What follows belongs to an exercise in optimizing a design on an open flow for small area, a short achievable clock period and few clock cycles; a production flow would make more cautious choices. Where RTL was checked, it was by simulation tests only, not by an equivalence proof against the original. Power figures rest on the tool's default switching activity, not on a simulated workload.

==> flow/design.v <==
`default_nettype none
package pfti_pkg;
    localparam int IndexBits = 31;
    localparam int CountBits = 16;
    localparam int FaceBits  = 30;
    localparam int PaddrBits = 3;
    localparam int PdataBits = 32;
    localparam logic [PaddrBits-1:0] CfgAddrFlip = 3'd0;
    localparam logic FuncHeader = 1'b0;
    localparam logic FuncVertex = 1'b1;
    localparam logic [1:0] HideNone  = 2'd0;
    localparam logic [1:0] HideFirst = 2'd1;
    localparam logic [1:0] HideLast  = 2'd2;
    localparam logic [1:0] HideBoth  = 2'd3;
    localparam int ItemBits = 1 + CountBits + 1 + IndexBits;
    localparam int ResultBits = 3 * IndexBits + FaceBits + 2 + IndexBits;
    localparam logic [1:0] FAN_SINGLE = 2'd0;
    localparam logic [1:0] FAN_FIRST  = 2'd1;
    localparam logic [1:0] FAN_MIDDLE = 2'd2;
    localparam logic [1:0] FAN_LAST   = 2'd3;
    localparam int JobBits = 3 * IndexBits + FaceBits + 2 + IndexBits + CountBits;
endpackage
`default_nettype wire
`default_nettype none
module polygon_fan_triangle_indexer (
    input  wire                                  clk,
    input  wire                                  rst_n,
    input  wire                                  item_valid,
    output logic                                 item_ready,
    input  wire [pfti_pkg::ItemBits-1:0]         item_data,
    output logic                                 result_valid,
    input  wire                                  result_ready,
    output logic [pfti_pkg::ResultBits-1:0]      result_data,
    input  wire                                  psel,
    input  wire                                  penable,
    input  wire                                  pwrite,
    input  wire [pfti_pkg::PaddrBits-1:0]        paddr,
    input  wire [pfti_pkg::PdataBits-1:0]        pwdata,
    output logic [pfti_pkg::PdataBits-1:0]       prdata,
    output logic                                 pready
);
    localparam int IndexBits = pfti_pkg::IndexBits;
    localparam int CountBits = pfti_pkg::CountBits;
    localparam int FaceBits  = pfti_pkg::FaceBits;
    logic flip_reg;
    logic cfg_write;
    assign pready    = 1'b1;
    assign cfg_write = psel && penable && pwrite && (paddr == pfti_pkg::CfgAddrFlip);
    assign prdata    = {31'b0, flip_reg && (paddr == pfti_pkg::CfgAddrFlip)};
    always_ff @(posedge clk or negedge rst_n)
    begin
        if (!rst_n)
            flip_reg <= 1'b0;
        else if (cfg_write)
            flip_reg <= pwdata[0];
    end
    logic                 item_func;
    logic [CountBits-1:0] item_count;
    logic                 item_hole;
    logic [IndexBits-1:0] item_index;
    assign {item_func, item_count, item_hole, item_index} = item_data;
    logic [FaceBits-1:0]  face_reg;
    logic [IndexBits-1:0] edge_reg;
    logic [CountBits-1:0] span_reg;
    logic                 gt1_reg, gt2_reg, eq3_reg, eq4_reg;
    logic                 live_reg;      
    logic                 stepping_reg;  
    logic [1:0]           pc_reg;        
    logic                 n3_reg;        
    logic                 fan_reg;       
    logic [IndexBits-1:0] ca_reg;
    logic [IndexBits-1:0] cb_reg;
    logic [IndexBits-1:0] cc_reg;
    logic [1:0]           hide_reg;      
    logic [1:0]           hn_reg;        
    logic [1:0]           mode_reg;      
    logic                 pend_reg;      
    logic hold;
    logic stepping;
    logic cut;
    logic take_header;
    logic take_vertex;
    logic emit;
    logic step;              
    logic live_next;
    logic [16:0] edge_lo_sum;
    logic        edge_hi_up;
    logic        carry_reg;      
    logic last;              
    assign hold = pend_reg && !result_ready;
    assign stepping = stepping_reg;
    assign item_ready = (!hold && (item_func == pfti_pkg::FuncVertex || !stepping))
                     || (item_func == pfti_pkg::FuncVertex && !live_reg);
    assign cut = item_valid && !hold && item_func == pfti_pkg::FuncHeader && stepping;
    assign take_header = item_valid && !hold && item_func == pfti_pkg::FuncHeader && !stepping;
    assign take_vertex = item_valid && !hold && item_func == pfti_pkg::FuncVertex && live_reg;
    assign emit        = take_vertex && pc_reg[1] && fan_reg;
    assign step        = take_vertex && pc_reg[1] && !n3_reg;
    assign last        = eq3_reg;
    assign edge_lo_sum = {1'b0, edge_reg[15:0]} + (stepping ? 17'd1 : {1'b0, span_reg});
    assign edge_hi_up  = carry_reg || (step && (&edge_reg[15:0]));
    always_comb
    begin
        case (pc_reg)
            2'd0:    live_next = gt1_reg;
            2'd1:    live_next = gt2_reg;
            default: live_next = !n3_reg && !last;
        endcase
    end
    always_ff @(posedge clk or negedge rst_n)
    begin
        if (!rst_n)
        begin
            face_reg <= '1;
            edge_reg <= '0;
            carry_reg <= 1'b0;
            span_reg <= '0;
            gt1_reg  <= 1'b0;
            gt2_reg  <= 1'b0;
            eq3_reg  <= 1'b0;
            eq4_reg  <= 1'b0;
            pc_reg   <= 2'd0;
            live_reg <= 1'b0;
            stepping_reg <= 1'b0;
            pend_reg <= 1'b0;
        end
        else
        begin
            if (take_header)
            begin
                face_reg <= face_reg + FaceBits'(1);
                span_reg <= item_count;
                gt1_reg  <= (item_count > CountBits'(1));
                gt2_reg  <= (item_count > CountBits'(2));
                eq3_reg  <= (item_count == CountBits'(3));
                eq4_reg  <= (item_count == CountBits'(4));
                pc_reg   <= 2'd0;
                live_reg <= (item_count != '0);
                stepping_reg <= 1'b0;
            end
            else if (cut)
            begin
                live_reg <= 1'b0;
                stepping_reg <= 1'b0;
            end
            else if (take_vertex)
            begin
                live_reg <= live_next;
                stepping_reg <= (pc_reg != 2'd0) && !n3_reg && live_next;
                if (pc_reg != 2'd3)
                    pc_reg <= pc_reg + 2'd1;
                if (step)
                begin
                    span_reg <= span_reg - CountBits'(1);
                    gt1_reg  <= (span_reg > CountBits'(2));
                    gt2_reg  <= (span_reg > CountBits'(3));
                    eq3_reg  <= (span_reg == CountBits'(4));
                    eq4_reg  <= (span_reg == CountBits'(5));
                end
            end
            if (take_header || step)
                edge_reg[15:0] <= edge_lo_sum[15:0];
            if (edge_hi_up)
                edge_reg[30:16] <= edge_reg[30:16] + 15'd1;
            carry_reg <= take_header && edge_lo_sum[16];
            if (!hold)
                pend_reg <= emit;
        end
    end
    always_ff @(posedge clk or negedge rst_n)
    begin
        if (!rst_n)
        begin
            hn_reg   <= 2'd0;
            mode_reg <= 2'd0;
        end
        else if (take_vertex)
        begin
            hn_reg   <= hn_next;
            mode_reg <= mode_next;
        end
    end
    always_ff @(posedge clk)
    begin
        if (take_header)
        begin
            n3_reg   <= (item_count == CountBits'(3));
            fan_reg  <= (item_count >= CountBits'(3)) && !item_hole;
        end
        if (take_vertex)
        begin
            if (!sa_reg[0])
                ca_reg <= ca_next;
            if (!sb_reg[1])
                cb_reg <= cb_next;
            if (!sc_reg[2])
                cc_reg <= cc_next;
            hide_reg  <= hide_next;
        end
    end
    logic [1:0] hide_next;
    logic [1:0] hn_next;
    logic [1:0] mode_next;
    logic [IndexBits-1:0] ca_next, cb_next, cc_next;
    always_comb
    begin
        if (n3_reg)
            hn_next = pfti_pkg::HideNone;
        else if (pc_reg == 2'd1)
            hn_next = pfti_pkg::HideFirst;
        else if (eq4_reg)
            hn_next = pfti_pkg::HideLast;
        else
            hn_next = pfti_pkg::HideBoth;
        hide_next = hn_reg;
        if (!flip_reg)
            mode_next = 2'd0;
        else if (hide_next == pfti_pkg::HideFirst)
            mode_next = 2'd2;
        else if (hide_next == pfti_pkg::HideLast)
            mode_next = 2'd3;
        else
            mode_next = 2'd1;
        ca_next = ({IndexBits{sa_reg[1]}} & cb_reg) | ({IndexBits{sa_reg[2]}} & cc_reg)
                | ({IndexBits{sa_reg[3]}} & item_index);
        cb_next = ({IndexBits{sb_reg[0]}} & ca_reg) | ({IndexBits{sb_reg[2]}} & cc_reg)
                | ({IndexBits{sb_reg[3]}} & item_index);
        cc_next = ({IndexBits{sc_reg[0]}} & ca_reg) | ({IndexBits{sc_reg[1]}} & cb_reg)
                | ({IndexBits{sc_reg[3]}} & item_index);
    end
    localparam logic [3:0] SrcA = 4'b0001;
    localparam logic [3:0] SrcB = 4'b0010;
    localparam logic [3:0] SrcC = 4'b0100;
    localparam logic [3:0] SrcX = 4'b1000;
    function automatic logic [11:0] sources(input logic pc0, input logic [1:0] mode,
                                            input logic [1:0] hn, input logic flip);
        logic [1:0] mn;
        logic [3:0] o_src, u_src;
        if (!flip)
            mn = 2'd0;
        else if (hn == pfti_pkg::HideFirst)
            mn = 2'd2;
        else if (hn == pfti_pkg::HideLast)
            mn = 2'd3;
        else
            mn = 2'd1;
        case (mode)
            2'd0:    begin o_src = SrcA; u_src = SrcB; end
            2'd1:    begin o_src = SrcA; u_src = SrcC; end
            2'd2:    begin o_src = SrcC; u_src = SrcB; end
            default: begin o_src = SrcB; u_src = SrcA; end
        endcase
        if (pc0)
            o_src = SrcX;
        case (mn)
            2'd0:    sources = {o_src, SrcX,  u_src};
            2'd1:    sources = {o_src, u_src, SrcX};
            2'd2:    sources = {u_src, SrcX,  o_src};
            default: sources = {SrcX,  o_src, u_src};
        endcase
    endfunction
    logic [3:0]  sa_reg, sb_reg, sc_reg;
    logic [3:0]  sa_d, sb_d, sc_d;
    logic        flip_d;
    logic [11:0] src_vertex, src_header, src_idle;
    assign flip_d     = cfg_write ? pwdata[0] : flip_reg;
    assign src_vertex = sources(1'b0, mode_next, hn_next, flip_d);
    assign src_header = sources(1'b1, mode_reg, hn_reg, flip_d);
    assign src_idle   = sources(pc_reg == 2'd0, mode_reg, hn_reg, flip_d);
    assign {sa_d, sb_d, sc_d} = take_vertex ? src_vertex
                              : take_header ? src_header : src_idle;
    always_ff @(posedge clk)
    begin
        sa_reg <= sa_d;
        sb_reg <= sb_d;
        sc_reg <= sc_d;
    end
    assign result_valid = pend_reg;
    assign result_data  = {ca_reg, cb_reg, cc_reg, face_reg, hide_reg, edge_reg};
endmodule
`default_nettype wire
clock: 4.0 ns
lec_check: 0
cap_margin: 20
core_margin: 2
core_utilization: 50
setup_slack_margin: 2.0
slew_margin: 20
standard.sh (not shown) runs the stock make flow with config.mk's settings and CLKGATE_MAP_FILE= SYNTH_SCRIPT=/design/flow/synth_recipe.tcl, a recipe that flattens the netlist after the stock synthesis.
==> flow/flow/run.sh <==
#!/bin/bash
# The standard layout, with plain buffers on the ports instead of the delay cell that
# buffer_ports picks by default. The full output of the run goes to standard.log.
set -euo pipefail
export BUFFER_PORTS_ARGS="-buffer_cell sky130_fd_sc_hd__buf_1"
bash standard.sh > standard.log 2>&1
The starting point ran to the end with no violations.
Testbench counts at the start, summed over its fixed seeds: cycles 38,260.
Then changed:
--- a/flow/config.mk
+++ b/flow/config.mk
@@ -10,3 +10,5 @@
 export CORE_UTILIZATION = 50
-export SETUP_SLACK_MARGIN = 2.0
+export CTS_CLUSTER_DIAMETER = 150
+export CTS_CLUSTER_SIZE = 22
+export SETUP_SLACK_MARGIN = 1.7
 export SLEW_MARGIN = 20
Effect:
- final area went down by about a fifth
- non-clock buffer count went down by 99
- area after synthesis does not change
- maximum frequency went up slightly
- synthesized cell count is unchanged
- combinational power went down by about a fifth
- worst setup slack is better by 37 ps
- global-route usage went down by 3.3 points
- utilization went down by 11 points
Then changed:
--- a/flow/config.mk
+++ b/flow/config.mk
@@ -10,5 +10,3 @@
 export CORE_UTILIZATION = 50
-export CTS_CLUSTER_DIAMETER = 150
-export CTS_CLUSTER_SIZE = 22
-export SETUP_SLACK_MARGIN = 1.7
+export SETUP_SLACK_MARGIN = 1.45
 export SLEW_MARGIN = 20
=>
- The changed run finished clean
- cell area decreases slightly
- critical path depth increases by 6
- sequential cell count does not change
- total power increases slightly
- core utilization decreases by 1.2 points
- final cell count barely changes
- register-to-register slack degrades by 140 ps
Then changed:
--- a/flow/config.mk
+++ b/flow/config.mk
@@ -10,3 +10,3 @@
 export CORE_UTILIZATION = 50
-export SETUP_SLACK_MARGIN = 1.45
+export SETUP_SLACK_MARGIN = 1.7
 export SLEW_MARGIN = 20
=> Die area is unchanged. First-iteration DRC count increases by about 37%. Synthesized area is unchanged. Register-to-register slack improved by 140 ps. Sequential cell count does not change. Cell count went up by 1.4%. Sequential power decreases by about 1%. Routed wire length came out higher by 1.7%. Via count increases by about 0.7%.

* * *

Setup of lane 1:
polygon_fan_triangle_indexer, a different RTL version from the one above (not shown whole).
For scale: about 1400 cells after synthesis, about 180 flip-flops, ~280 I/O pins, roughly 12000 sq um of cells after synthesis.
Settings: LEC_CHECK=0, CAP_MARGIN=20, CORE_MARGIN=2, CORE_UTILIZATION=40, SLEW_MARGIN=20; clock period 4.0 ns.
run.sh (not shown) runs the stock make flow with config.mk's settings and CLKGATE_MAP_FILE= SYNTH_SCRIPT=/design/flow/synth_recipe.tcl, a recipe that flattens the netlist after the stock synthesis.
Stock flow here: none of the scripts above is used.
Lane 1 was carried through to the last stage, and its layout satisfied the timing, DRC and antenna checks.
Input changes introduced in lane 4 (baseline for comparison: lane 1):
--- a/flow/config.mk
+++ b/flow/config.mk
@@ -10 +10,2 @@
-export CORE_UTILIZATION = 40
+export CORE_UTILIZATION = 50
+export SETUP_SLACK_MARGIN = 1.2
Notes after the runs:
Relative to lane 1, worst-path maximum fanout has decreased by 6 in lane 4.
The total wire length after detailed routing reported for lane 4 is greater than that of lane 1 by about 7%.
Higher number of clock buffers in the layout among lane 4 and lane 1: lane 1
Lane 4 ends up with a global-route usage that is 6.2 points higher than in lane 1.
Relative to lane 1, final cell count without fillers decreased by about 1.3% in lane 4.
Going from lane 1 to lane 4, arrival time of the worst setup path now sits lower; ratio of cells with drive above 1 in the final layout now sits higher; share of the final layout cell area in multi-input gates now sits higher; synthesis-stage register bit count now sits at about the same level.
Higher period utilization goes to lane 1 over lane 4.
The standard cells in lane 4 occupy more silicon area than those in lane 1 do.
No run of this note included a check of the RTL's function; only the layout flow was run.

* * *

== P ==
polygon_fan_triangle_indexer, a different RTL version from the one above (not shown whole).
Size: roughly 180 flip-flops, ~280 I/O pins.
export LEC_CHECK = 0
export CAP_MARGIN = 20
export CORE_MARGIN = 2
export CORE_UTILIZATION = 50
export SETUP_SLACK_MARGIN = 1.6
export SLEW_MARGIN = 20
create_clock -name core_clock -period 4.0 [get_ports {clk}]
P | stages: all done | timing, DRC, antenna: all pass
Changes in R relative to P:
--- a/flow/config.mk
+++ b/flow/config.mk
@@ -10,3 +10,3 @@
 export CORE_UTILIZATION = 50
-export SETUP_SLACK_MARGIN = 1.6
+export SETUP_SLACK_MARGIN = 1.0
 export SLEW_MARGIN = 20
==> run summary <==
- Changes observed in R relative to P: combinational power decreased by 13% relative to the old numbers; setup slack decreased by 0.30 ns relative to the old numbers.
- Changes observed in R relative to P: worst-path maximum fanout went down 5, final area -4.8%, clock share of power rose 1.6 points, cell count of the worst reg-to-reg path -7, final period demand of the worst path now larger.
- P -> R: wire length reported by the detailed router decreased by a few percent
- R ends up with a clock network contribution to total cell area that is 0.34 points higher than in P.
- R vs P, via count went down by 1.5%.
- Global-route wire length before repair was higher in P than in R.
No functional check of the RTL was part of any run of this note.

* * *

Another version of the RTL of polygon_fan_triangle_indexer (not shown whole).
Size in the first run: roughly 1300 cells after synthesis, ~280 I/O pins, about 12000 um^2 of cells after synthesis.
## polygon_fan_triangle_indexer
module polygon_fan_triangle_indexer (
    input  wire                                  clk,
    input  wire                                  rst_n,
    input  wire                                  item_valid,
    output logic                                 item_ready,
    input  wire [pfti_pkg::ItemBits-1:0]         item_data,
    output logic                                 result_valid,
    input  wire                                  result_ready,
    output logic [pfti_pkg::ResultBits-1:0]      result_data,
    input  wire                                  psel,
    input  wire                                  penable,
    input  wire                                  pwrite,
    input  wire [pfti_pkg::PaddrBits-1:0]        paddr,
    input  wire [pfti_pkg::PdataBits-1:0]        pwdata,
    output logic [pfti_pkg::PdataBits-1:0]       prdata,
    output logic                                 pready
);
export LEC_CHECK = 0
export CAP_MARGIN = 20
export CORE_MARGIN = 2
export CORE_UTILIZATION = 50
export SETUP_SLACK_MARGIN = 1.0
export SLEW_MARGIN = 20
create_clock -name core_clock -period 4.0 [get_ports {clk}]
standard.sh (not shown) runs the stock make flow with config.mk's settings and CLKGATE_MAP_FILE= SYNTH_SCRIPT=/design/flow/synth_recipe.tcl, a recipe that flattens the netlist after the stock synthesis.
Scripts as last shown in full above: flow/flow/run.sh
The first run completed without violations.
Edit:
- SETUP_SLACK_MARGIN: 1.0 -> 1.7
Outcome:
- cell area rises by a few percent
- routed wire length goes up by a little under a tenth
- global-route usage went up by 1.4 points
- power climbs by a few percent
- synthesized cell count does not change
- worst setup slack is better by 0.33 ns
- critical path depth rises by 2
- cell count rose slightly
Function was not checked in any run of this note: the RTL went through the layout flow alone.

-- what the ideal ports hide --
Ports are ideal in the flow. The routed layouts listed here were re-timed in OpenROAD.
Step 1 assumes that a clkbuf_16 drives the clock port and a buf_2 every other input.
Step 2 times the ports against the registers' clock, not the clock port: input delays grow and output delays shrink by t, the midpoint of the rising clock arrivals with the driver on.
a / b / c = ideal / step 1 / step 2; a / b = the first two.
run	t, ns	setup WS [ns]	worst data-port slew with drivers (ns)
the first run of note 1	0.556	1.654 / 1.654 / 1.123	0.07
the second run of note 1	0.510	1.691 / 1.655 / 1.258	0.06
the third run of note 1	0.550	1.542 / 1.565 / 1.020	0.07
the fourth run of note 1	0.560	1.700 / 1.677 / 1.166	0.06
lane 1	0.468	0.219 / 0.219 / 0.219	0.06
lane 4	0.490	0.668 / 0.668 / 0.653	0.09
P	0.474	1.400 / 1.376 / 0.903	0.09
R	0.480	1.100 / 1.078 / 0.835	0.06
the first run of note 4	0.474	1.188 / 1.188 / 0.753	0.07
the second run of note 4	0.483	1.517 / 1.511 / 1.027	0.07
After both steps setup and hold are still met in every run listed. The setup slack of the fourth run of note 1, which loses most, moves by -0.023 ns with the drivers and by -0.534 ns with both steps.
